Background: an optimization exercise with open tools, aiming at small area and a short achievable clock period. Do not read the settings as production practice.
No functional check of the RTL was part of any run shown here.
Power and IR drop assume default switching activity.

==> flow/design.v, too long to show whole: its modules and the start of the top module <==
// module operand_classify: 35 lines
// module addsub_prenorm: 40 lines
// module mul_prenorm: 19 lines
// module mantissa_arith: 940 lines
// module norm_count: 23 lines
// module norm_round: 36 lines
// module result_select: 82 lines
// module fpu_top: 126 lines
module fpu_top (
	input  logic                        clk,
	input  logic                        arst_n,
	input  logic [fpu_pkg::FLOAT_W-1:0] opa,
	input  logic [fpu_pkg::FLOAT_W-1:0] opb,
	input  logic [1:0]                  fpu_op,    
	input  logic [1:0]                  rmode,     
	output logic [fpu_pkg::FLOAT_W-1:0] out,
	output logic                        inf,
	output logic                        snan,
	output logic                        qnan,
	output logic                        ine,
	output logic                        overflow,
	output logic                        underflow,
	output logic                        zero
);
  // ...
==> flow/run.sh <==
#!/bin/bash
# synth_recipe.tcl (not shown) runs the flow's synth.tcl, then flattens the netlist and writes it again
# the make line also repeats each setting of config.mk as NAME=value (left out here)
make -C /OpenROAD-flow-scripts/flow DESIGN_CONFIG=/design/flow/config.mk WORK_HOME=/design/flow/orfs CLKGATE_MAP_FILE= SYNTH_SCRIPT=/design/flow/synth_recipe.tcl finish
==> flow/config.mk <==
export PLATFORM = sky130hd
export DESIGN_NAME = fpu_top
export DESIGN_NICKNAME = fpu_top
export VERILOG_FILES = /design/flow/design.v
export SDC_FILE = /design/flow/constraint.sdc
export NUM_CORES = 4
export LEC_CHECK = 0
export CAP_MARGIN = 20
export CORE_MARGIN = 2
export CORE_UTILIZATION = 40
export SLEW_MARGIN = 20
==> flow/constraint.sdc <==
create_clock -name core_clock -period 8.5 [get_ports {clk}]
set_input_delay 1.7000 -clock core_clock [delete_from_list [all_inputs] [get_ports {clk}]]
set_output_delay 1.7000 -clock core_clock [all_outputs]
set_load 0.01 [all_outputs]
==> flow_summary.yaml, run 1 <==
final_layout:
  buffers: 187
  regMostFlops: "s0_p"
  largest_reg_flops: 48
  area_dominant_class: "multi-input gates"
  top_regs: "s0_p (48), s1_p (47)"
  diodes: 0
  post-route-util_pct: 44.8
  fillers: 7720
timing:
  tightestPinTransition_ns: 0.930
  holdWs_ns: 0.320
  layout_setup_ws_ns: 1.84
  post-route-period-util_pct: 78.4
  rsz0062_at_grt: "false"
  fmax_mhz: 150
  hold_viol: 0
logic_synthesis:
  synth_xor_xnor_area_share_pct: 12.3
  syn-cell-area_um2: 31400
  synthAdderAreaFrac_pct: 22.4
  synth_cell_type_count: 84
  yosysMostFrequentCell: "dfxtp_1"
  synth_common_cells: "dfxtp_1 (354), inv_1 (325), a22oi_1 (270), fa_1 (257), nand2_1 (241)"
  synth_cells: 3561
cts:
  clock_path_buffers: 3
  cts_made_buffers: 43
floorplanning:
  initial_utilization_pct: 40.5
  core_area_um2: 77600
  die_h_um: 284
detailed_routing:
  drt_pass1_iterations: 8
  via_per_inst: 5.72
  wl_um: 99600
placed_design:
  hpwlAfterDp_um: 69600
  dpl.cell_count: 4514
run:
  drv_cap: 0
setup_path:
  path_cells: "or4_1, or2_2, nand2_1, ha_1, a21o_1, a21oi_1, o211ai_1, o2111ai_1, buf_4, nand3_4, mux2i_1, xnor2_2, nand4_1, nor2_1, a31oi_1, o21ai_0, xor2_1, o21bai_1"
  critPathKind: "register to register"
  worst-path-buf-inv: 1
  crit_fanout: 38
grt:
  grt-ovfl-total: 0
  grt_first_pass_wirelength_um: 153000
outcome:
  outcome: "complete, no violations"
==> run 2, diff against run 1 <==
--- a/flow/config.mk
+++ b/flow/config.mk
@@ -9,3 +9,4 @@
 export CORE_MARGIN = 2
 export CORE_UTILIZATION = 40
+export SETUP_SLACK_MARGIN = 5
 export SLEW_MARGIN = 20
==> flow_summary.yaml, run 2 <==
cts:
  clock_path_buffers: 3
  cts_hold_buf: 0
  clock_latency_ns: 0.65
  cts_made_buffers: 42
  cts_tree: "done"
  path_clk_slew_ns: 0.08
  cts_root_buf: "clkbuf_16"
  clkSinkCount: 354
  cts_max_level: 2
floorplanning:
  pin_count: 109
  core_area_um2: 77600
  die_h_um: 284
  dieWidth_um: 284
  placementRows: 102
  die_area_um2: 80800
  initial_utilization_pct: 40.5
timing:
  drv_slew: 0
  rsz0062_at_grt: "true"
  fmax_mhz: 188
  setup_viol: 0
  finalSetupTns_ns: 0
  relSlewSlack_pct: 38.8
  post-route-period-util_pct: 62.6
  fin_crit_ns: 5.32
  hold_viol: 0
  tightestPinTransition_ns: 0.911
  finClkSkew_ns: 0.106
run:
  drv_cap: 0
placed_design:
  hpwlAfterDp_um: 69700
  port_buffers: 107
  dpl_cell_area_um2: 33700
  gp_congestion: 0.950
setup_path:
  critPathCaptureType: "register"
  critPathKind: "register to register"
  crit_path_start_kind: "register"
  crit_slowest_cell: "or4_1"
  path_cells: "or4_4, or2_4, buf_12, buf_16, and2_4, ha_4, nor2b_1, o211ai_1, a21oi_4, buf_4, o2111a_1, o311ai_2, o31a_1, mux2_2, a21o_1, and4_1, o2111a_1, o221ai_2, or4_1, nand3_1"
  crit_fanout: 5
  cpPeakStageDelay_ns: 0.52
  cp_data_arrival_time_ns: 5.90
  crit_path_frequent_cell: "o2111a_1"
  required_ns: 9.08
detailed_routing:
  via_per_inst: 5.81
  drt_pass1_iterations: 6
  ant_nets: 0
  wl_per_cell_um: 23.5
  wl_um: 112000
  route.vias.total: 27700
  drtIter0Drc: 3067
  drc: 0
logic_synthesis:
  synth_cells: 3561
  syn-num-nets: 4039
  synth_top_area_share_pct: 22.6
  synth_cell_type_count: 84
  yosysMostFrequentCell: "dfxtp_1"
  yosysWarnings: 5
  synth.top_cells.by_area: "dfxtp_1 (23%), fa_1 (16%), a22oi_1 (6.5%), xnor2_1 (6.3%), ha_1 (6.0%)"
  yosys.area.top_type: "dfxtp_1"
  synth-seq-area-share_pct: 22.6
  syn_avg_cell_area_um2: 8.82
  syn-cell-area_um2: 31400
  async_reset_ff_share_pct: 0
  synth_common_cells: "dfxtp_1 (354), inv_1 (325), a22oi_1 (270), fa_1 (257), nand2_1 (241)"
  synth-main-ff-cell: "dfxtp_1"
  ys_seq_elements: 354
  synth-edff-count: 0
final_layout:
  drive_above_1_share_pct: 20.9
  top_regs: "s0_p (48), s1_p (47)"
  largest_reg_flops: 48
  final_common_cell: "dfxtp_1"
  stdcell_area_um2: 39900
  area_growth_pct: 27.1
  layout_common_cells: "dfxtp_1 (325), inv_1 (315), a22oi_1 (250), fa_1 (236), nand2_1 (223)"
  layout.nets: 4178
  regMostFlops: "s0_p"
pwr:
  p_per_area_nw_per_um2: 342
  worst_ir_drop_vdd_uv: 207
  leakagePower_nw: 16.4
  power_mw: 13.7
grt:
  antenna_found_initial: 2
  grt-ovfl-total: 0
  grt_max_degree: 58
  grtUsageTotal_pct: 26.7
  first_global_vias: 27300
  grt_first_pass_wirelength_um: 167000
min_path:
  hold_class: "register to register"
outcome:
  outcome: "complete, no violations"
## run 2: cell counts after synthesis
Identical to the previous run, type by type.
## run 2: path summary, 6_finish.rpt
check,startpoint,to,slack (ns),cells past startpoint
worst max-delay path,opa_r[24],s1_p[20],3.18,20
worst min-delay path,exp_p[6],exp_a[6],0.32,0
worst max register to register,opa_r[24],s1_p[20],3.18,20
worst min register to register,exp_p[6],exp_a[6],0.32,0
## run 2: layout make-up
type,count,area (µm²)
Tap cell,1040,1300
Fill cell,7103,37700
Sequential cell,354,7170
Antenna cell,2,5.00
Clock buffer,54,1150
Timing Repair Buffer,363,4400
Multi-Input combinational cell,2607,24400
Clock inverter,21,260
Inverter,332,1260
## run 2: timing repair
action                                  CTS  global route
setup buffers                           102            49
pin swaps                               118           105
endpoints found under the setup margin   81            88
cloned                                   27             6
gates resized for setup                 449           195
## run 2: critical path: cells and delay by family, from the launching register on
family	cells	cell delay, ns
adders and majority gates	1	0.24
DFF	1	0.36
and+or+nand+nor	7	1.97
AOI/OAI and AO/OA	8	2.06
buffers and inverters	3	0.45
muxes	1	0.18
## run 2: routing by layer
layer  GRT usage, %  wire length [µm]
met1           33.1             43400
met2           40.6             48400
met3           7.80             12200
met4           16.6              8270
met5              0                 9
## run 2: cell families (layout without fill, tap and decap cells)
group	after synthesis	count (layout)	synth area share, %
AO/OA/AOI/OAI	850	851	18.4
AND/OR/NAND/NOR	791	796	12.2
buffers and inverters	606	770	7.44
XOR/XNOR	440	440	12.3
adder cells (fa/ha/maj)	408	408	22.4
flip-flops	354	354	22.6
multiplexers	112	112	4.63
other	0	2	0
## run 2: where the power goes
| group | total (mW) | internal [mW] | switching (mW) |
|---|---|---|---|
| Clock | 1.82 | 1.03 | 0.790 |
| Combinational | 9.31 | 4.11 | 5.20 |
| Sequential | 2.54 | 2.25 | 0.285 |
## run 2: through the flow
stage	util (%)	instances	setup slack (ns)	hold WS [ns]
2_1_floorplan	-	3561	3.62	0.310
3_3_place_gp	43.4	4512	2.35	0.310
3_5_place_dp	43.4	4512	2.34	0.312
4_1_cts	49.6	4716	3.50	0.320
5_1_grt	51.4	4771	3.10	0.321
6_report	51.5	4773	3.18	0.320
==> module addsub_prenorm, before the edit <==
module addsub_prenorm (
	input  logic [31:0] opa,
	input  logic [31:0] opb,
	input  logic        is_mul,
	input  logic        is_sub,
	input  logic [1:0]  rmode,
	output logic [27:0] row0,
	output logic [27:0] row1,
	output logic [7:0]  exp_big,
	output logic        sign_as,
	output logic        zero_sign
);
	logic        sa, sb_eff, eff_sub, a_big, az, bz, en;
	logic [7:0]  ea, eb, exp_diff;
	logic [23:0] ma, mb, m_big, m_small;
	logic [49:0] shifted;
	logic [26:0] small_al;
	assign sa      = opa[31];
	assign sb_eff  = opb[31] ^ is_sub;
	assign eff_sub = sa ^ sb_eff;
	assign ea      = opa[30:23];
	assign eb      = opb[30:23];
	assign az      = (ea == '0);
	assign bz      = (eb == '0);
	assign ma      = az ? 24'b0 : {1'b1, opa[22:0]};   
	assign mb      = bz ? 24'b0 : {1'b1, opb[22:0]};
	assign en      = ~is_mul;
	assign a_big    = ({ea, ma[22:0]} >= {eb, mb[22:0]});
	assign m_big    = a_big ? ma : mb;
	assign m_small  = a_big ? mb : ma;
	assign exp_diff = a_big ? ea - eb : eb - ea;
	assign shifted  = {m_small, 26'b0} >> exp_diff;
	assign small_al = (exp_diff > 8'd26) ? {26'b0, |m_small}
	                                     : {shifted[49:24], |shifted[23:0]};
	assign row0 = en ? {1'b0, m_big, 2'b00, eff_sub} : '0;
	assign row1 = en ? {eff_sub, small_al ^ {27{eff_sub}}} : '0;
	assign exp_big   = a_big ? ea : eb;
	assign sign_as   = a_big ? sa : sb_eff;
	assign zero_sign = eff_sub ? (rmode == RM_DOWN) : sa;   
endmodule
==> module fpu_top, before the edit <==
module fpu_top (
	input  logic                        clk,
	input  logic                        arst_n,
	input  logic [fpu_pkg::FLOAT_W-1:0] opa,
	input  logic [fpu_pkg::FLOAT_W-1:0] opb,
	input  logic [1:0]                  fpu_op,    
	input  logic [1:0]                  rmode,     
	output logic [fpu_pkg::FLOAT_W-1:0] out,
	output logic                        inf,
	output logic                        snan,
	output logic                        qnan,
	output logic                        ine,
	output logic                        overflow,
	output logic                        underflow,
	output logic                        zero
);
	logic [31:0]       opa_r, opb_r;
	logic              mul_r, sub_r;
	logic [1:0]        rmode_r;
	logic [11:0]       bx1, bx2, bneg, bx1_r, bx2_r, bneg_r;
	logic [47:0]       pp0, pp1, rows0, rows1;
	logic [27:0]       as0, as1;
	logic [7:0]        exp_big;
	logic              sign_as, zsign_d;
	logic              nan_d, inf_d, zero_d, ssign_d, snan_d;
	logic [47:0]       s0_p, s1_p;
	logic signed [9:0] exp_p;
	logic              sign_p, zsign_p;
	logic [1:0]        rmode_p;
	logic [4:0]        spec_p;
	logic [27:0]       x_d, x_a;
	logic              ls_d, ls_a, isz_d, isz_a;
	logic [4:0]        lz_d, lz_a;
	logic signed [9:0] exp_a;
	logic              sign_a, zsign_a;
	logic [1:0]        rmode_a;
	logic [4:0]        spec_a;
	logic [22:0]       mant_d, mant_n;
	logic              rup_d, cy_d, ine_d, toinf_d;
	logic signed [9:0] expn_d, exp_n;
	logic              rup_n, cy_n, ine_n, toinf_n, sign_n, zsign_n, isz_n;
	logic [4:0]        spec_n;
	logic [31:0]       out_d;
	logic [6:0]        flags_d;
	mul_prenorm u_mul_pre (.frac(opb[22:0]), .m(fpu_op[1]), .x1(bx1), .x2(bx2), .neg(bneg));
	always_ff @(posedge clk)
	begin
		opa_r   <= opa;
		opb_r   <= opb;
		mul_r   <= fpu_op[1];   
		sub_r   <= fpu_op[0];
		rmode_r <= rmode;
		bx1_r   <= bx1;
		bx2_r   <= bx2;
		bneg_r  <= bneg;
	end
	operand_classify u_classify (
		.opa(opa_r), .opb(opb_r), .is_mul(mul_r), .is_sub(sub_r),
		.spec_nan(nan_d), .spec_inf(inf_d), .spec_zero(zero_d), .spec_sign(ssign_d), .spec_snan(snan_d)
	);
	mantissa_arith u_arith (
		.a({1'b1, opa_r[22:0]}), .x1(bx1_r), .x2(bx2_r), .neg(bneg_r), .m(mul_r),
		.s0(pp0), .s1(pp1)
	);
	addsub_prenorm u_addsub_pre (
		.opa(opa_r), .opb(opb_r), .is_mul(mul_r), .is_sub(sub_r), .rmode(rmode_r),
		.row0(as0), .row1(as1), .exp_big, .sign_as, .zero_sign(zsign_d)
	);
	assign rows0 = pp0 | {as0, 20'b0};
	assign rows1 = pp1 | {as1, 20'b0};
	always_ff @(posedge clk)
	begin
		s0_p    <= rows0;
		s1_p    <= rows1;
		exp_p   <= mul_r ? $signed({2'b00, opa_r[30:23]}) + $signed({2'b00, opb_r[30:23]}) - 10'sd127
		                 : $signed({2'b00, exp_big});
		sign_p  <= mul_r ? opa_r[31] ^ opb_r[31] : sign_as;
		zsign_p <= zsign_d;
		rmode_p <= rmode_r;
		spec_p  <= {nan_d, inf_d, zero_d, ssign_d, snan_d};
	end
	norm_count u_count (
		.s0(s0_p), .s1(s1_p), .x(x_d), .low_sticky(ls_d), .lz(lz_d), .is_zero(isz_d)
	);
	always_ff @(posedge clk)
	begin
		x_a     <= x_d;
		ls_a    <= ls_d;
		lz_a    <= lz_d;
		isz_a   <= isz_d;
		exp_a   <= exp_p;
		sign_a  <= sign_p;
		zsign_a <= zsign_p;
		rmode_a <= rmode_p;
		spec_a  <= spec_p;
	end
	norm_round u_round (
		.x(x_a), .low_sticky(ls_a), .lz(lz_a), .exp_in(exp_a), .sign(sign_a), .rmode(rmode_a),
		.mant(mant_d), .round_up(rup_d), .carry(cy_d), .inexact(ine_d), .exp_n(expn_d), .to_inf(toinf_d)
	);
	always_ff @(posedge clk)
	begin
		mant_n  <= mant_d;
		rup_n   <= rup_d;
		cy_n    <= cy_d;
		ine_n   <= ine_d;
		exp_n   <= expn_d;
		toinf_n <= toinf_d;
		sign_n  <= sign_a;
		zsign_n <= zsign_a;
		isz_n   <= isz_a;
		spec_n  <= spec_a;
	end
	result_select u_result (
		.mant(mant_n), .round_up(rup_n), .carry(cy_n), .inexact(ine_n), .exp_n, .sign(sign_n),
		.is_zero(isz_n), .zero_sign(zsign_n), .to_inf(toinf_n),
		.spec_nan(spec_n[4]), .spec_inf(spec_n[3]), .spec_zero(spec_n[2]), .spec_sign(spec_n[1]), .spec_snan(spec_n[0]),
		.out(out_d), .inf(flags_d[6]), .snan(flags_d[5]), .qnan(flags_d[4]), .ine(flags_d[3]),
		.overflow(flags_d[2]), .underflow(flags_d[1]), .zero(flags_d[0])
	);
	always_ff @(posedge clk)
	begin
		out <= out_d;
		{inf, snan, qnan, ine, overflow, underflow, zero} <= flags_d;
	end
endmodule
==> run 3, diff against run 2 <==
--- a/flow/design.v
+++ b/flow/design.v
@@ -55,7 +55,26 @@
 endmodule
 import fpu_pkg::*;
+module addsub_compare (
+	input  logic [31:0] opa,
+	input  logic [31:0] opb,
+	output logic        a_big,      
+	output logic [4:0]  diff,       
+	output logic        diff_big    
+);
+	logic [7:0] ea, eb, dab, dba;
+	assign ea  = opa[30:23];
+	assign eb  = opb[30:23];
+	assign dab = ea - eb;
+	assign dba = eb - ea;
+	assign a_big    = (ea > eb) | ((ea == eb) & ((ea == '0) | (opa[22:0] >= opb[22:0])));
+	assign diff     = a_big ? dab[4:0] : dba[4:0];
+	assign diff_big = a_big ? (dab > 8'd26) : (dba > 8'd26);
+endmodule
 module addsub_prenorm (
 	input  logic [31:0] opa,
 	input  logic [31:0] opb,
+	input  logic        a_big,
+	input  logic [4:0]  diff,
+	input  logic        diff_big,
 	input  logic        is_mul,
 	input  logic        is_sub,
@@ -67,6 +86,6 @@
 	output logic        zero_sign
 );
-	logic        sa, sb_eff, eff_sub, a_big, az, bz, en;
-	logic [7:0]  ea, eb, exp_diff;
+	logic        sa, sb_eff, eff_sub, az, bz, en;
+	logic [7:0]  ea, eb;
 	logic [23:0] ma, mb, m_big, m_small;
 	logic [49:0] shifted;
@@ -82,11 +101,9 @@
 	assign mb      = bz ? 24'b0 : {1'b1, opb[22:0]};
 	assign en      = ~is_mul;
-	assign a_big    = ({ea, ma[22:0]} >= {eb, mb[22:0]});
 	assign m_big    = a_big ? ma : mb;
 	assign m_small  = a_big ? mb : ma;
-	assign exp_diff = a_big ? ea - eb : eb - ea;
-	assign shifted  = {m_small, 26'b0} >> exp_diff;
-	assign small_al = (exp_diff > 8'd26) ? {26'b0, |m_small}
-	                                     : {shifted[49:24], |shifted[23:0]};
+	assign shifted  = {m_small, 26'b0} >> diff;
+	assign small_al = diff_big ? {26'b0, |m_small}
+	                           : {shifted[49:24], |shifted[23:0]};
 	assign row0 = en ? {1'b0, m_big, 2'b00, eff_sub} : '0;
 	assign row1 = en ? {eff_sub, small_al ^ {27{eff_sub}}} : '0;
@@ -1218,4 +1235,6 @@
 	logic [1:0]        rmode_r;
 	logic [11:0]       bx1, bx2, bneg, bx1_r, bx2_r, bneg_r;
+	logic              abig, abig_r, dbig, dbig_r;
+	logic [4:0]        diff, diff_r;
 	logic [47:0]       pp0, pp1, rows0, rows1;
 	logic [27:0]       as0, as1;
@@ -1243,4 +1262,5 @@
 	logic [6:0]        flags_d;
 	mul_prenorm u_mul_pre (.frac(opb[22:0]), .m(fpu_op[1]), .x1(bx1), .x2(bx2), .neg(bneg));
+	addsub_compare u_compare (.opa, .opb, .a_big(abig), .diff, .diff_big(dbig));
 	always_ff @(posedge clk)
 	begin
@@ -1253,4 +1273,7 @@
 		bx2_r   <= bx2;
 		bneg_r  <= bneg;
+		abig_r  <= abig;
+		diff_r  <= diff;
+		dbig_r  <= dbig;
 	end
 	operand_classify u_classify (
@@ -1263,6 +1286,6 @@
 	);
 	addsub_prenorm u_addsub_pre (
-		.opa(opa_r), .opb(opb_r), .is_mul(mul_r), .is_sub(sub_r), .rmode(rmode_r),
-		.row0(as0), .row1(as1), .exp_big, .sign_as, .zero_sign(zsign_d)
+		.opa(opa_r), .opb(opb_r), .a_big(abig_r), .diff(diff_r), .diff_big(dbig_r),
+		.is_mul(mul_r), .is_sub(sub_r), .rmode(rmode_r), .row0(as0), .row1(as1), .exp_big, .sign_as, .zero_sign(zsign_d)
 	);
 	assign rows0 = pp0 | {as0, 20'b0};
--- a/flow/config.mk
+++ b/flow/config.mk
@@ -9,4 +9,3 @@
 export CORE_MARGIN = 2
 export CORE_UTILIZATION = 40
-export SETUP_SLACK_MARGIN = 5
 export SLEW_MARGIN = 20
==> flow_summary.yaml, run 3 <==
outcome:
  outcome: "complete, no violations"
detailed_routing:
  drc: 0
  wl_um: 97300
  wl_per_cell_um: 22.2
  drtIter0Drc: 2291
  route.vias.total: 25000
  via_per_inst: 5.69
  ant_nets: 0
  drt_pass1_iterations: 6
setup_path:
  startpoint: "opb[8]"
  crit_path_start_kind: "input port"
  required_ns: 8.98
  critPathKind: "input port to register"
  cp_data_arrival_time_ns: 5.38
  rr_endpoint: "s1_p[29]"
  crit_fanout: 4
  reg2reg_from: "bneg_r[3]"
  crit_path_end: "diff_r[4]"
  critPathCaptureType: "register"
  r2r_setup_slack_ns: 3.82
  reg2regPathDepth: 11
logic_synthesis:
  syn-num-nets: 3859
  synth_top_area_share_pct: 23.5
  synth_cell_type_count: 99
  synth-main-ff-cell: "dfxtp_1"
  synth_common_cells: "dfxtp_1 (361), inv_1 (350), a22oi_1 (284), fa_1 (257), xnor2_1 (228)"
  yosysMostFrequentCell: "dfxtp_1"
  synth-edff-count: 0
  async_reset_ff_share_pct: 0
  yosysWarnings: 5
  synth_cells: 3381
  synth.top_cells.by_area: "dfxtp_1 (23%), fa_1 (17%), a22oi_1 (6.9%), xnor2_1 (6.5%), ha_1 (6.1%)"
  syn-cell-area_um2: 30800
  synth-seq-area-share_pct: 23.5
  yosys.area.top_type: "dfxtp_1"
  syn_avg_cell_area_um2: 9.10
  ys_seq_elements: 361
timing:
  finalSetupTns_ns: 0
  fin_crit_ns: 4.90
  post-route-period-util_pct: 57.7
  hold_viol: 0
  drv_slew: 0
  tightestPinTransition_ns: 1.22
  fmax_mhz: 204
  finClkSkew_ns: 0.0282
  setup_viol: 0
  rsz0062_at_grt: "false"
  relSlewSlack_pct: 18.5
floorplanning:
  placementRows: 101
  initial_utilization_pct: 40.4
  core_area_um2: 76100
  die_h_um: 281
  pin_count: 109
  die_area_um2: 79100
  dieWidth_um: 281
final_layout:
  stdcell_area_um2: 34100
  largest_reg_flops: 48
  drive_above_1_share_pct: 7.26
  area_growth_pct: 10.9
  fillers: 7469
  final_common_cell: "inv_1"
  layout.nets: 3806
  regMostFlops: "s0_p"
  layout_common_cells: "inv_1 (349), dfxtp_1 (341), a22oi_1 (284), fa_1 (257), xnor2_1 (227)"
  diodes: 0
  top_regs: "s0_p (48), s1_p (47)"
min_path:
  hold_path_depth: 0
  hold_class: "register to register"
run:
  drv_cap: 0
grt:
  grt_max_degree: 59
  grt-ovfl-total: 0
  first_global_vias: 25100
  grt_first_pass_wirelength_um: 148000
  antenna_found_initial: 2
  grtUsageTotal_pct: 24.5
cts:
  cts_root_buf: "clkbuf_16"
  post_cts.repair.setup_buffers: 0
  cts_tree: "done"
  cts_hold_buf: 0
  cts_max_level: 2
  cts_made_buffers: 42
  path_clk_slew_ns: 0.06
  cts.repair.resized: 0
  clock_latency_ns: 0.60
  clock_path_buffers: 3
  clkSinkCount: 361
pwr:
  worst_ir_drop_vdd_uv: 184
  p_per_area_nw_per_um2: 361
  leakagePower_nw: 14.4
placed_design:
  dpl_cell_area_um2: 32600
  gp_congestion: 0.897
  port_buffers: 107
  hpwlAfterDp_um: 65900
-- run 3: layer usage --
layer / vias to the layer above / share of wire (%) / GRT usage [%] / wire length, µm
li1: 11400 / - / - / -
met2: 1321 / 43 / 37.2 / 41900
met1: 11900 / 42 / 33.1 / 40800
met3: 280 / 11 / 6.26 / 10500
met5: - / 0 / 0 / 0
met4: 0 / 4.3 / 9.98 / 4180
-- run 3: final cells by class --
class,count,area (µm²),share of cell area (%)
tap,1030,1290,3.78
sequential,361,7250,21.3
clock inverter,21,342,1.00
clock buffer,55,1200,3.52
timing repair buffer,162,1480,4.35
inverter,356,1340,3.92
multi-input combinational,2405,21200,62.2
-- run 3: worst max-delay path: stages --
cell and delay, ns:
clkdlybuf4s50_1 0.56, inv_1 0.08, ha_1 0.29, a21o_1 0.18, a21o_1 0.17, a21oi_1 0.18
nor2_1 0.05, a2111oi_0 0.51, a21oi_1 0.20, o2111ai_1 0.32, a21oi_1 0.14, o21ai_0 0.60
mux2_2 0.40
-- run 3: report_power, final --
| group | internal (mW) | switching [mW] |
|---|---|---|
| clock | 1.20 | 0.776 |
| combinational | 3.25 | 4.49 |
| sequential | 2.28 | 0.328 |
| total | 6.72 | 5.59 |
-- run 3: how the worst min path moves through the flow --
stage | start | endpoint
6_report | rmode_p[1] | rmode_a[1]
5_1_grt | exp_p[2] | exp_a[2]
4_1_cts | spec_a[2] | spec_n[2]
2_1_floorplan | exp_p[0] | exp_a[0]
3_3_place_gp | zsign_a | zsign_n
3_5_place_dp | rmode_p[0] | rmode_a[0]
-- run 3: cell families after synthesis --
kind of cell             after synthesis  share of synthesized area, %
AO/OA/AOI/OAI                        814                          18.5
AND/OR/NAND/NOR                      643                          10.3
buffers and inverters                615                          7.56
XOR/XNOR                             434                          12.4
adder cells (fa/ha/maj)              408                          22.9
flip-flops                           361                          23.5
multiplexers                         106                          4.92
-- run 3: per-stage QoR --
step / setup slack [ns] / utilization, % / std cells / total power [mW] / hold WS [ns]
finish: 3.60 / 44.9 / 4390 / 12.3 / 0.326
global route: 3.44 / 44.9 / 4390 / 13.4 / 0.333
CTS: 3.51 / 44.9 / 4390 / 12.2 / 0.326
detailed placement: 2.89 / 42.8 / 4314 / 10.2 / 0.312
global placement: 2.85 / 42.8 / 4314 / 10.2 / 0.310
floorplan: 4.19 / - / 3381 / 8.04 / 0.310
==> run 4, diff against run 3 <==
--- a/flow/config.mk
+++ b/flow/config.mk
@@ -9,3 +9,4 @@
 export CORE_MARGIN = 2
 export CORE_UTILIZATION = 40
+export SETUP_SLACK_MARGIN = 5
 export SLEW_MARGIN = 20
==> flow_summary.yaml, run 4 <==
grt:
  grtUsageTotal_pct: 28.0
  grt-ovfl-total: 0
  first_global_vias: 27100
  grt_first_pass_wirelength_um: 167000
  grt_max_degree: 59
  antenna_found_initial: 4
floorplanning:
  pin_count: 109
  die_h_um: 281
  placementRows: 101
  die_area_um2: 79100
  initial_utilization_pct: 40.4
  core_area_um2: 76100
  dieWidth_um: 281
logic_synthesis:
  synth_cells: 3381
  yosysWarnings: 5
  yosys.area.top_type: "dfxtp_1"
  synth-edff-count: 0
  syn_avg_cell_area_um2: 9.10
  synth_cell_type_count: 99
  yosysMostFrequentCell: "dfxtp_1"
  synth_compound_area_share_pct: 18.5
  synthAdderAreaFrac_pct: 22.9
  async_reset_ff_share_pct: 0
  synth-seq-area-share_pct: 23.5
  synth-simple-area-share_pct: 10.3
  synth-main-ff-cell: "dfxtp_1"
  ys_seq_elements: 361
  synth_top_area_share_pct: 23.5
  synth.top_cells.by_area: "dfxtp_1 (23%), fa_1 (17%), a22oi_1 (6.9%), xnor2_1 (6.5%), ha_1 (6.1%)"
  synth_xor_xnor_area_share_pct: 12.4
  synth_top_family_by_area: "adder cells"
  syn-num-nets: 3859
  syn-cell-area_um2: 30800
  synth_common_cells: "dfxtp_1 (361), inv_1 (350), a22oi_1 (284), fa_1 (257), xnor2_1 (228)"
  muxShareOfSynthArea_pct: 4.92
detailed_routing:
  met3_length_um: 15100
  drtIter0Drc: 2909
  wl_met1_um: 43500
  drt_pass1_iterations: 6
  drc: 0
  routed.top_layer: "met5"
  ant_nets: 0
  wl_um: 115000
  dr_wl_met2_um: 49600
  wl_per_cell_um: 24.7
  via_per_inst: 5.94
  route.vias.total: 27700
placed_design:
  port_buffers: 107
  dpl_worst_slack_ns: 3.45
  dpl_cell_area_um2: 32900
  gp_congestion: 0.930
  hpwlAfterDp_um: 63200
setup_path:
  critPathCaptureType: "register"
  crit_fanout: 7
  crit_slowest_cell: "or4_4"
  cp_data_arrival_time_ns: 4.50
  critPathKind: "register to register"
  crit_path_start_kind: "register"
  startpoint: "opb_r[25]"
  path_cells: "or4_4, o21a_4, buf_12, a22o_1, mux4_2, o21bai_4, nor4_4, buf_4, nand4_1, a22o_1, o31a_1, xnor2_2, a21o_1"
  required_ns: 9.00
  reg2reg_from: "opb_r[25]"
  cpPeakStageDelay_ns: 0.55
  crit_path_frequent_cell: "a22o_1"
cts:
  cts_made_buffers: 40
  clock_latency_ns: 0.60
  clkSinkCount: 361
  path_clk_slew_ns: 0.06
  cts_tree: "done"
  cts_root_buf: "clkbuf_16"
  clock_path_buffers: 3
  cts_max_level: 2
  cts_hold_buf: 0
timing:
  tightestPinTransition_ns: 0.969
  fmax_mhz: 250
  rsz0062_at_grt: "true"
  finClkSkew_ns: 0.0312
  layout_setup_ws_ns: 4.50
  fin_crit_ns: 4.00
  post-route-period-util_pct: 47.1
  drv_slew: 0
  setup_viol: 0
  hold_viol: 0
  relSlewSlack_pct: 35.3
  finalSetupTns_ns: 0
final_layout:
  layout.nets: 4086
  stdcell_area_um2: 40600
  final_common_cell: "dfxtp_1"
  drive_above_1_share_pct: 28.4
  largest_reg_flops: 48
  area_growth_pct: 31.9
  layout_common_cells: "dfxtp_1 (304), inv_1 (285), xnor2_1 (196), nand2_1 (195), xor2_1 (190)"
  top_regs: "s0_p (48), s1_p (47)"
  regMostFlops: "s0_p"
run:
  drv_cap: 0
outcome:
  outcome: "complete, no violations"
pwr:
  p_per_area_nw_per_um2: 354
  power_mw: 14.3
  worst_ir_drop_vdd_uv: 222
  leakagePower_nw: 16.7
min_path:
  hp-start: "spec_p[1]"
  hold_class: "register to register"
[run 4: changes by cell type in the layout (fill, tap and decap cells not counted), moves of 60 or more]
cell / change
fa_2: +95
fa_1: -95
a22oi_1: -131
buf_4: +110
a22oi_2: +131
inv_1: -64
buf_12: +60
[run 4: final cells by class]
cell class              instances  area, µm²
well taps                    1030       1290
inverters                     356       1380
diodes                          1       2.50
fillers                      6637      35500
clock inverters                26        363
flip-flops and latches        361       7390
multi-input cells            2408      23600
clock buffers                  45       1030
repair buffers                441       5540
[run 4: cell families after synthesis]
family                     after synthesis
and+or+nand+nor                        643
AOI/OAI and AO/OA                      814
muxes                                  106
xor gates and xnor gates               434
buffers and inverters                  615
adders and majority gates              408
DFF                                    361
[run 4: critical path, delay by kind of cell (launching register included)]
family | cells | cell delay [ns]
xor gates and xnor gates | 1 | 0.31
muxes | 1 | 0.51
buffers and inverters | 2 | 0.31
DFF | 1 | 0.34
AOI/OAI and AO/OA | 6 | 1.42
and+or+nand+nor | 3 | 1.00
[run 4: what timing repair did]
item | 4_1_cts | 5_1_grt
pin swaps | 195 | 153
endpoints found under the hold margin | 0 | 0
buffers inserted | 187 | 67
cloned | 36 | 0
endpoints found under the setup margin | 85 | 97
gates resized for setup | 532 | 250
[run 4: path summary, 6_finish.rpt]
kind,to,slack (ns),depth (start not counted)
max,s1_p[20],4.50,13
min,spec_a[1],0.33,0
max reg2reg,s1_p[20],4.50,13
min reg2reg,spec_a[1],0.33,0
[run 4: metrics by stage]
stage          cells  utilization, %  hold slack, ns
2_1_floorplan   3381               -           0.310
3_3_place_gp    4306            43.3           0.310
3_5_place_dp    4306            43.3           0.312
4_1_cts         4600            51.1           0.324
5_1_grt         4667            53.3           0.325
6_report        4668            53.3           0.326
[run 4: routing by layer]
metal	vias to the layer above	GRT usage [%]
met1	13300	34.9
met4	4	15.7
met2	1876	42.0
met5	-	0
li1	12000	-
met3	544	10.1
[run 4: power breakdown]
group	internal [mW]	leakage (nW)	total [mW]	switching, mW
logic	4.45	13.0	9.84	5.40
clock network	1.07	0.667	1.85	0.772
registers	2.27	3.04	2.66	0.383
total	7.79	16.7	14.3	6.55
==> run 5, diff against run 4 <==
--- a/flow/config.mk
+++ b/flow/config.mk
@@ -6,4 +6,5 @@
 export NUM_CORES = 4
 export LEC_CHECK = 0
+export ABC_AREA = 1
 export CAP_MARGIN = 20
 export CORE_MARGIN = 2
==> flow_summary.yaml, run 5 <==
final_layout:
  drive_above_1_share_pct: 20.0
  fillers: 6932
  top_regs: "s0_p (48), s1_p (47)"
  regMostFlops: "s0_p"
  area_growth_pct: 24.2
  layout_common_cells: "nand2_1 (581), inv_1 (502), xor2_1 (334), dfxtp_1 (309), nor2_1 (210)"
  final_common_cell: "nand2_1"
  largest_reg_flops: 48
  diodes: 0
  layout.nets: 4399
  stdcell_area_um2: 37200
logic_synthesis:
  async_reset_ff_share_pct: 0
  synth_common_cells: "nand2_1 (599), inv_1 (582), dfxtp_1 (361), xor2_1 (357), o22ai_1 (274)"
  yosysWarnings: 5
  yosysMostFrequentCell: "nand2_1"
  synth_compound_area_share_pct: 15.3
  synth_cell_type_count: 64
  synth-seq-area-share_pct: 24.2
  synthAdderAreaFrac_pct: 23.5
  syn-cell-area_um2: 29900
  syn_avg_cell_area_um2: 7.88
  synth_top_family_by_area: "adder cells"
  synth-simple-area-share_pct: 14.3
  yosys.area.top_type: "dfxtp_1"
  synth-edff-count: 0
  synth_cells: 3799
  synth.top_cells.by_area: "dfxtp_1 (24%), fa_1 (17%), xor2_1 (10%), nand2_1 (7.5%), inv_1 (7.3%)"
  syn-num-nets: 4277
  muxShareOfSynthArea_pct: 0.937
  synth_top_area_share_pct: 24.2
  synth-main-ff-cell: "dfxtp_1"
  ys_seq_elements: 361
  synth_xor_xnor_area_share_pct: 11.5
grt:
  antenna_found_initial: 1
  grt_first_pass_wirelength_um: 155000
  grt_max_degree: 61
  grt-ovfl-total: 0
  grtUsageTotal_pct: 26.1
  first_global_vias: 26600
setup_path:
  cp_data_arrival_time_ns: 4.67
  worst-path-buf-inv: 1
  crit_slowest_cell: "o21ai_0"
  path_cells: "xor2_1, o21ai_0, fa_1, fa_1, inv_1, fa_1, fa_2, a311o_1"
  crit_path_frequent_cell: "fa_1"
  required_ns: 8.98
  critPathKind: "register to register"
  crit_fanout: 11
  reg2reg_from: "bneg_r[4]"
  startpoint: "bneg_r[4]"
  cpPeakStageDelay_ns: 0.86
  crit_family: "adder cells"
  critPathCaptureType: "register"
  crit_path_start_kind: "register"
floorplanning:
  initial_utilization_pct: 40.3
  die_area_um2: 77000
  die_h_um: 277
  placementRows: 100
  core_area_um2: 74200
  pin_count: 109
  dieWidth_um: 277
pwr:
  worst_ir_drop_vdd_uv: 289
  power_mw: 13.5
  p_per_area_nw_per_um2: 364
  leakagePower_nw: 17.0
placed_design:
  dpl_cell_area_um2: 32200
  hpwlAfterDp_um: 68600
  gp_congestion: 0.948
  port_buffers: 107
cts:
  cts_tree: "done"
  cts_root_buf: "clkbuf_16"
  path_clk_slew_ns: 0.07
  cts_hold_buf: 0
  cts_max_level: 2
  cts_made_buffers: 42
  clkSinkCount: 361
  clock_path_buffers: 3
  clock_latency_ns: 0.61
timing:
  tightestPinTransition_ns: 1.05
  fmax_mhz: 239
  rsz0062_at_grt: "true"
  finalSetupTns_ns: 0
  hold_viol: 0
  relSlewSlack_pct: 29.3
  post-route-period-util_pct: 49.3
  setup_viol: 0
  drv_slew: 0
  fin_crit_ns: 4.19
  finClkSkew_ns: 0.0212
detailed_routing:
  ant_nets: 0
  drc: 0
  wl_per_cell_um: 21.0
  via_per_inst: 5.52
  route.vias.total: 27200
  met3_length_um: 11100
  wl_um: 104000
  routed.top_layer: "met5"
  drtIter0Drc: 2753
  wl_met1_um: 40500
  drt_pass1_iterations: 10
  dr_wl_met2_um: 44800
min_path:
  hold_class: "register to register"
  hp-start: "spec_p[1]"
run:
  drv_cap: 0
outcome:
  outcome: "complete, no violations"
==> run 5: changes by cell type after synthesis, moves of 27 or more <==
cell	before	now
inv_1	350	582
and2_1	43	1
mux2i_1	60	28
a21o_1	92	5
o22ai_1	14	274
xnor2_1	228	31
xor2_1	206	357
buf_1	57	30
o21ai_0	93	207
a22oi_1	284	5
mux4_2	31	0
nand2_1	199	599
nor2_1	129	215
==> run 5: layout make-up <==
class                      count  area [µm²]  area share, %
clock inverter                30         340          0.916
tap                          969        1210           3.26
inverter                     620        2710           7.30
timing repair buffer         256        2630           7.08
clock buffer                  48        1100           2.97
multi-input combinational   2614       21600           58.0
timing repair inverter        26         224          0.603
sequential                   361        7380           19.8
==> run 5: layer usage <==
metal | vias up | GRT usage (%)
met3 | 481 | 6.76
met5 | - | 0
met2 | 1528 | 40.9
met4 | 4 | 14.7
met1 | 12700 | 32.7
li1 | 12500 | -
==> run 5: cells by family (layout without fill, tap and decap cells) <==
family / count (synthesis) / after routing
muxes: 28 / 28
adders and majority gates: 408 / 408
DFF: 361 / 361
and+or+nand+nor: 1016 / 1016
AOI/OAI and AO/OA: 771 / 771
xor gates and xnor gates: 391 / 391
buffers and inverters: 824 / 980
==> run 5: repair_timing <==
action	CTS	global route
pin swaps	71	99
gates cloned	26	3
buffers inserted	77	38
endpoints found under the setup margin	72	98
resized for setup	375	259
==> run 5: metrics by stage <==
| stage | setup slack (ns) | util [%] | hold WS (ns) | std cells |
|---|---|---|---|---|
| after global routing | 4.31 | 50.1 | 0.332 | 4924 |
| final | 4.31 | 50.1 | 0.324 | 4924 |
| after floorplan | 4.74 | - | 0.310 | 3799 |
| after CTS | 4.48 | 48.2 | 0.325 | 4883 |
| after detailed placement | 3.20 | 43.4 | 0.312 | 4702 |
| after global placement | 3.21 | 43.4 | 0.311 | 4702 |
==> run 5: path summary, 6_finish.rpt <==
kind              slack, ns        end  cells past startpoint
setup / recovery       4.31   s1_p[33]                      8
hold / removal         0.32  spec_a[1]                      0
setup reg to reg       4.31   s1_p[33]                      8
hold reg to reg        0.32  spec_a[1]                      0
==> run 5: report_power, final <==
part	internal, mW	switching, mW	total, mW
Sequential	2.28	0.317	2.59
Clock	1.06	0.816	1.87
Combinational	3.87	5.19	9.05
Total	7.20	6.32	13.5
==> run 6, diff against run 5 <==
--- a/flow/design.v
+++ b/flow/design.v
@@ -63,11 +63,13 @@
 );
 	logic [7:0] ea, eb, dab, dba;
-	assign ea  = opa[30:23];
-	assign eb  = opb[30:23];
-	assign dab = ea - eb;
-	assign dba = eb - ea;
+	logic       ea_ge;
+	assign ea    = opa[30:23];
+	assign eb    = opb[30:23];
+	assign dab   = ea - eb;
+	assign dba   = eb - ea;
+	assign ea_ge = (ea >= eb);
 	assign a_big    = (ea > eb) | ((ea == eb) & ((ea == '0) | (opa[22:0] >= opb[22:0])));
-	assign diff     = a_big ? dab[4:0] : dba[4:0];
-	assign diff_big = a_big ? (dab > 8'd26) : (dba > 8'd26);
+	assign diff     = ea_ge ? dab[4:0] : dba[4:0];
+	assign diff_big = ea_ge ? (dab > 8'd26) : (dba > 8'd26);
 endmodule
 module addsub_prenorm (
@@ -75,4 +77,6 @@
 	input  logic [31:0] opb,
 	input  logic        a_big,
+	input  logic        a_norm,     
+	input  logic        b_norm,
 	input  logic [4:0]  diff,
 	input  logic        diff_big,
@@ -91,4 +95,6 @@
 	logic [49:0] shifted;
 	logic [26:0] small_al;
+	logic [23:0] lost;       
+	logic        sticky;
 	assign sa      = opa[31];
 	assign sb_eff  = opb[31] ^ is_sub;
@@ -96,6 +102,6 @@
 	assign ea      = opa[30:23];
 	assign eb      = opb[30:23];
-	assign az      = (ea == '0);
-	assign bz      = (eb == '0);
+	assign az      = ~a_norm;
+	assign bz      = ~b_norm;
 	assign ma      = az ? 24'b0 : {1'b1, opa[22:0]};   
 	assign mb      = bz ? 24'b0 : {1'b1, opb[22:0]};
@@ -104,6 +110,11 @@
 	assign m_small  = a_big ? mb : ma;
 	assign shifted  = {m_small, 26'b0} >> diff;
-	assign small_al = diff_big ? {26'b0, |m_small}
-	                           : {shifted[49:24], |shifted[23:0]};
+	always_comb
+	begin
+		for (int k = 0; k < 24; k++)
+			lost[k] = diff_big | (5'(k + 2) < diff);
+	end
+	assign sticky   = |(m_small & lost);
+	assign small_al = {diff_big ? 26'b0 : shifted[49:24], sticky};
 	assign row0 = en ? {1'b0, m_big, 2'b00, eff_sub} : '0;
 	assign row1 = en ? {eff_sub, small_al ^ {27{eff_sub}}} : '0;
@@ -1235,5 +1246,5 @@
 	logic [1:0]        rmode_r;
 	logic [11:0]       bx1, bx2, bneg, bx1_r, bx2_r, bneg_r;
-	logic              abig, abig_r, dbig, dbig_r;
+	logic              abig, abig_r, dbig, dbig_r, anorm_r, bnorm_r;
 	logic [4:0]        diff, diff_r;
 	logic [47:0]       pp0, pp1, rows0, rows1;
@@ -1274,4 +1285,6 @@
 		bneg_r  <= bneg;
 		abig_r  <= abig;
+		anorm_r <= |opa[30:23];
+		bnorm_r <= |opb[30:23];
 		diff_r  <= diff;
 		dbig_r  <= dbig;
@@ -1286,5 +1299,5 @@
 	);
 	addsub_prenorm u_addsub_pre (
-		.opa(opa_r), .opb(opb_r), .a_big(abig_r), .diff(diff_r), .diff_big(dbig_r),
+		.opa(opa_r), .opb(opb_r), .a_big(abig_r), .a_norm(anorm_r), .b_norm(bnorm_r), .diff(diff_r), .diff_big(dbig_r),
 		.is_mul(mul_r), .is_sub(sub_r), .rmode(rmode_r), .row0(as0), .row1(as1), .exp_big, .sign_as, .zero_sign(zsign_d)
 	);
--- a/flow/config.mk
+++ b/flow/config.mk
@@ -6,8 +6,6 @@
 export NUM_CORES = 4
 export LEC_CHECK = 0
-export ABC_AREA = 1
 export CAP_MARGIN = 20
 export CORE_MARGIN = 2
 export CORE_UTILIZATION = 40
-export SETUP_SLACK_MARGIN = 5
 export SLEW_MARGIN = 20
==> flow_summary.yaml, run 6 <==
outcome:
  outcome: "complete, no violations"
placed_design:
  hpwlAfterDp_um: 63800
  gp_congestion: 0.926
  dpl_worst_slack_ns: 3.67
  port_buffers: 107
cts:
  cts_made_buffers: 42
  cts.repair.resized: 0
  cts_max_level: 2
  clock_path_buffers: 3
  post_cts.repair.setup_buffers: 0
  cts_hold_buf: 0
  path_clk_slew_ns: 0.06
  clkSinkCount: 363
  cts_root_buf: "clkbuf_16"
  cts_tree: "done"
  clock_latency_ns: 0.63
final_layout:
  largest_reg_flops: 48
  regMostFlops: "s0_p"
  layout_common_cells: "dfxtp_1 (360), inv_1 (335), a22oi_1 (289), fa_1 (257), xnor2_1 (225)"
  top_regs: "s0_p (48), s1_p (47)"
  drive_above_1_share_pct: 6.17
  final_common_cell: "dfxtp_1"
  layout.nets: 3832
  area_growth_pct: 11.0
logic_synthesis:
  synth_cell_type_count: 84
  synth-main-ff-cell: "dfxtp_1"
  syn_avg_cell_area_um2: 9.04
  synth-edff-count: 0
  yosysMostFrequentCell: "dfxtp_1"
  syn-num-nets: 3872
  synth.top_cells.by_area: "dfxtp_1 (24%), fa_1 (17%), a22oi_1 (7.1%), xnor2_1 (6.5%), ha_1 (6.2%)"
  yosys.area.top_type: "dfxtp_1"
  synth_cells: 3394
  async_reset_ff_share_pct: 0
  syn-cell-area_um2: 30700
  yosysWarnings: 6
  synth_common_cells: "dfxtp_1 (363), inv_1 (336), a22oi_1 (289), fa_1 (257), xnor2_1 (226)"
  ys_seq_elements: 363
  synth-seq-area-share_pct: 23.7
  synth_top_area_share_pct: 23.7
setup_path:
  crit_path_frequent_cell: "fa_1"
  path_cells: "inv_2, buf_4, nor2_1, fa_1, inv_1, fa_1, fa_1, fa_1, fa_1, inv_1, fa_1, a21o_1"
  cpPeakStageDelay_ns: 0.68
  critPathCaptureType: "register"
  crit_path_start_kind: "register"
  crit_fanout: 57
  reg2reg_from: "mul_r"
  cp_data_arrival_time_ns: 5.25
  worst-path-buf-inv: 4
  required_ns: 8.99
  startpoint: "mul_r"
  crit_slowest_cell: "buf_4"
  crit_family: "adder cells"
  critPathKind: "register to register"
timing:
  finClkSkew_ns: 0.0745
  setup_viol: 0
  drv_slew: 0
  post-route-period-util_pct: 56.0
  rsz0062_at_grt: "false"
  fin_crit_ns: 4.76
  hold_viol: 0
  tightestPinTransition_ns: 1.14
  relSlewSlack_pct: 24.2
  layout_setup_ws_ns: 3.74
  finalSetupTns_ns: 0
  fmax_mhz: 210
floorplanning:
  initial_utilization_pct: 40.4
  dieWidth_um: 281
  die_h_um: 281
  core_area_um2: 75900
  die_area_um2: 78900
  pin_count: 109
  placementRows: 101
detailed_routing:
  dr_wl_met2_um: 42000
  route.vias.total: 24700
  drt_pass1_iterations: 5
  drc: 0
  met3_length_um: 7730
  wl_met1_um: 38600
  routed.top_layer: "met5"
  wl_um: 92400
  drtIter0Drc: 2221
  via_per_inst: 5.59
  wl_per_cell_um: 20.9
  ant_nets: 0
grt:
  grt_max_degree: 58
  grt-ovfl-total: 0
  first_global_vias: 24900
  grtUsageTotal_pct: 23.4
  grt_first_pass_wirelength_um: 144000
  antenna_found_initial: 2
pwr:
  leakagePower_nw: 14.1
  worst_ir_drop_vdd_uv: 243
  p_per_area_nw_per_um2: 374
min_path:
  hp-start: "exp_p[2]"
  hold_class: "register to register"
run:
  drv_cap: 0
[run 6: changes by cell type after synthesis, moves of 25 or more]
cell	delta
nand2_1	-421
xor2_1	-148
a21o_1	+45
nand2b_1	+27
buf_1	+25
a22oi_1	+284
o21ai_0	-105
and2_1	+47
mux2i_1	+60
o22ai_1	-266
nor2_1	-70
inv_1	-246
xnor2_1	+195
[run 6: cell families after synthesis]
group	share of synthesized area [%]
simple gates	10.1
buf+inv	7.49
mux	4.71
xor+xnor	12.5
flops	23.7
compound gates	18.5
fa+ha+maj	23.0
[run 6: where the power goes]
group / leakage (nW) / switching [mW] / total [mW] / internal [mW]
Combinational: 10.4 / 4.80 / 8.23 / 3.44
Sequential: 3.04 / 0.295 / 2.58 / 2.29
Clock: 0.714 / 0.797 / 1.91 / 1.11
Total: 14.1 / 5.89 / 12.7 / 6.83
[run 6: cell type report]
| cell class | instances | area (µm²) |
|---|---|---|
| Fill cell | 7436 | 41900 |
| Inverter | 342 | 1280 |
| Timing Repair Buffer | 179 | 1610 |
| Sequential cell | 363 | 7270 |
| Antenna cell | 1 | 2.50 |
| Clock inverter | 22 | 299 |
| Clock buffer | 53 | 1160 |
| Tap cell | 1030 | 1290 |
| Multi-Input combinational cell | 2426 | 21100 |
[run 6: layer usage]
layer | GRT usage [%] | up-vias
met1 | 30.3 | 11800
met2 | 37.9 | 1076
li1 | - | 11500
met5 | 0 | -
met4 | 10.3 | 2
met3 | 4.63 | 282
[run 6: worst paths after layout]
kind	endpoint	slack, ns	cells after the start
max	s1_p[29]	3.74	12
min	exp_a[2]	0.32	0
max reg2reg	s1_p[29]	3.74	12
min reg2reg	exp_a[2]	0.32	0
[run 6: worst reg2reg max path: cells and delay by family (launching register included)]
kind,cells,cell delay [ns]
simple gates,1,0.18
fa+ha+maj,6,2.90
buf+inv,4,0.90
compound gates,1,0.19
flops,1,0.52
[run 6: through the flow]
step                instance area [µm²]  hold WS, ns  util [%]  total power [mW]  cells
finish                            34000        0.318      44.8              12.7   4416
global route                      34000        0.326      44.8              13.9   4415
CTS                               34000        0.320      44.8              12.7   4415
detailed placement                32600        0.312      42.9              10.7   4340
global placement                  32600        0.311      42.9              10.6   4340
floorplan                         30700        0.310         -              8.29   3394

-- separate check: timing with driven ports --
The results above use ideal ports. As a check the final layouts listed here were re-extracted and re-timed, cells and wires unchanged. Step 1 (the two cells are an assumption about what drives the block):
set clk [get_ports {clk}]
set_driving_cell -lib_cell sky130_fd_sc_hd__clkbuf_16 $clk
set_driving_cell -lib_cell sky130_fd_sc_hd__buf_2 [delete_from_list [all_inputs] $clk]
Step 2 adds t to the input delays and takes it off the output delays; t is the mean of the earliest and latest rising clock arrival at the registers after step 1. Input paths then give back, and output paths get back, about the clock's delay inside the block. Slacks: ideal ports / drivers / drivers and shift; pairs: ideal ports / drivers.
| run | t, ns | slack for setup (ns) | worst setup path at the end | slew at the worst register clock pin (ns) | worst slew at a driven data input, ns |
|---|---|---|---|---|---|
| run 1 | 0.661 | 1.839 / 1.839 / 1.839 | register to register | 0.06 / 0.06 | 0.05 |
| run 2 | 0.667 | 3.178 / 3.178 / 3.178 | register to register | 0.08 / 0.08 | 0.05 |
| run 3 | 0.651 | 3.599 / 3.642 / 2.991 | input to register | 0.06 / 0.06 | 0.07 |
| run 4 | 0.655 | 4.498 / 4.498 / 4.213 | input to register | 0.08 / 0.08 | 0.06 |
| run 5 | 0.653 | 4.311 / 4.311 / 4.311 | register to register | 0.07 / 0.07 | 0.05 |
| run 6 | 0.657 | 3.741 / 3.741 / 3.664 | input to register | 0.07 / 0.07 | 0.05 |
After both steps setup and hold are still met in every run listed. The setup slack of run 3, which loses most, moves by +0.043 ns with the drivers and by -0.608 ns with both steps.
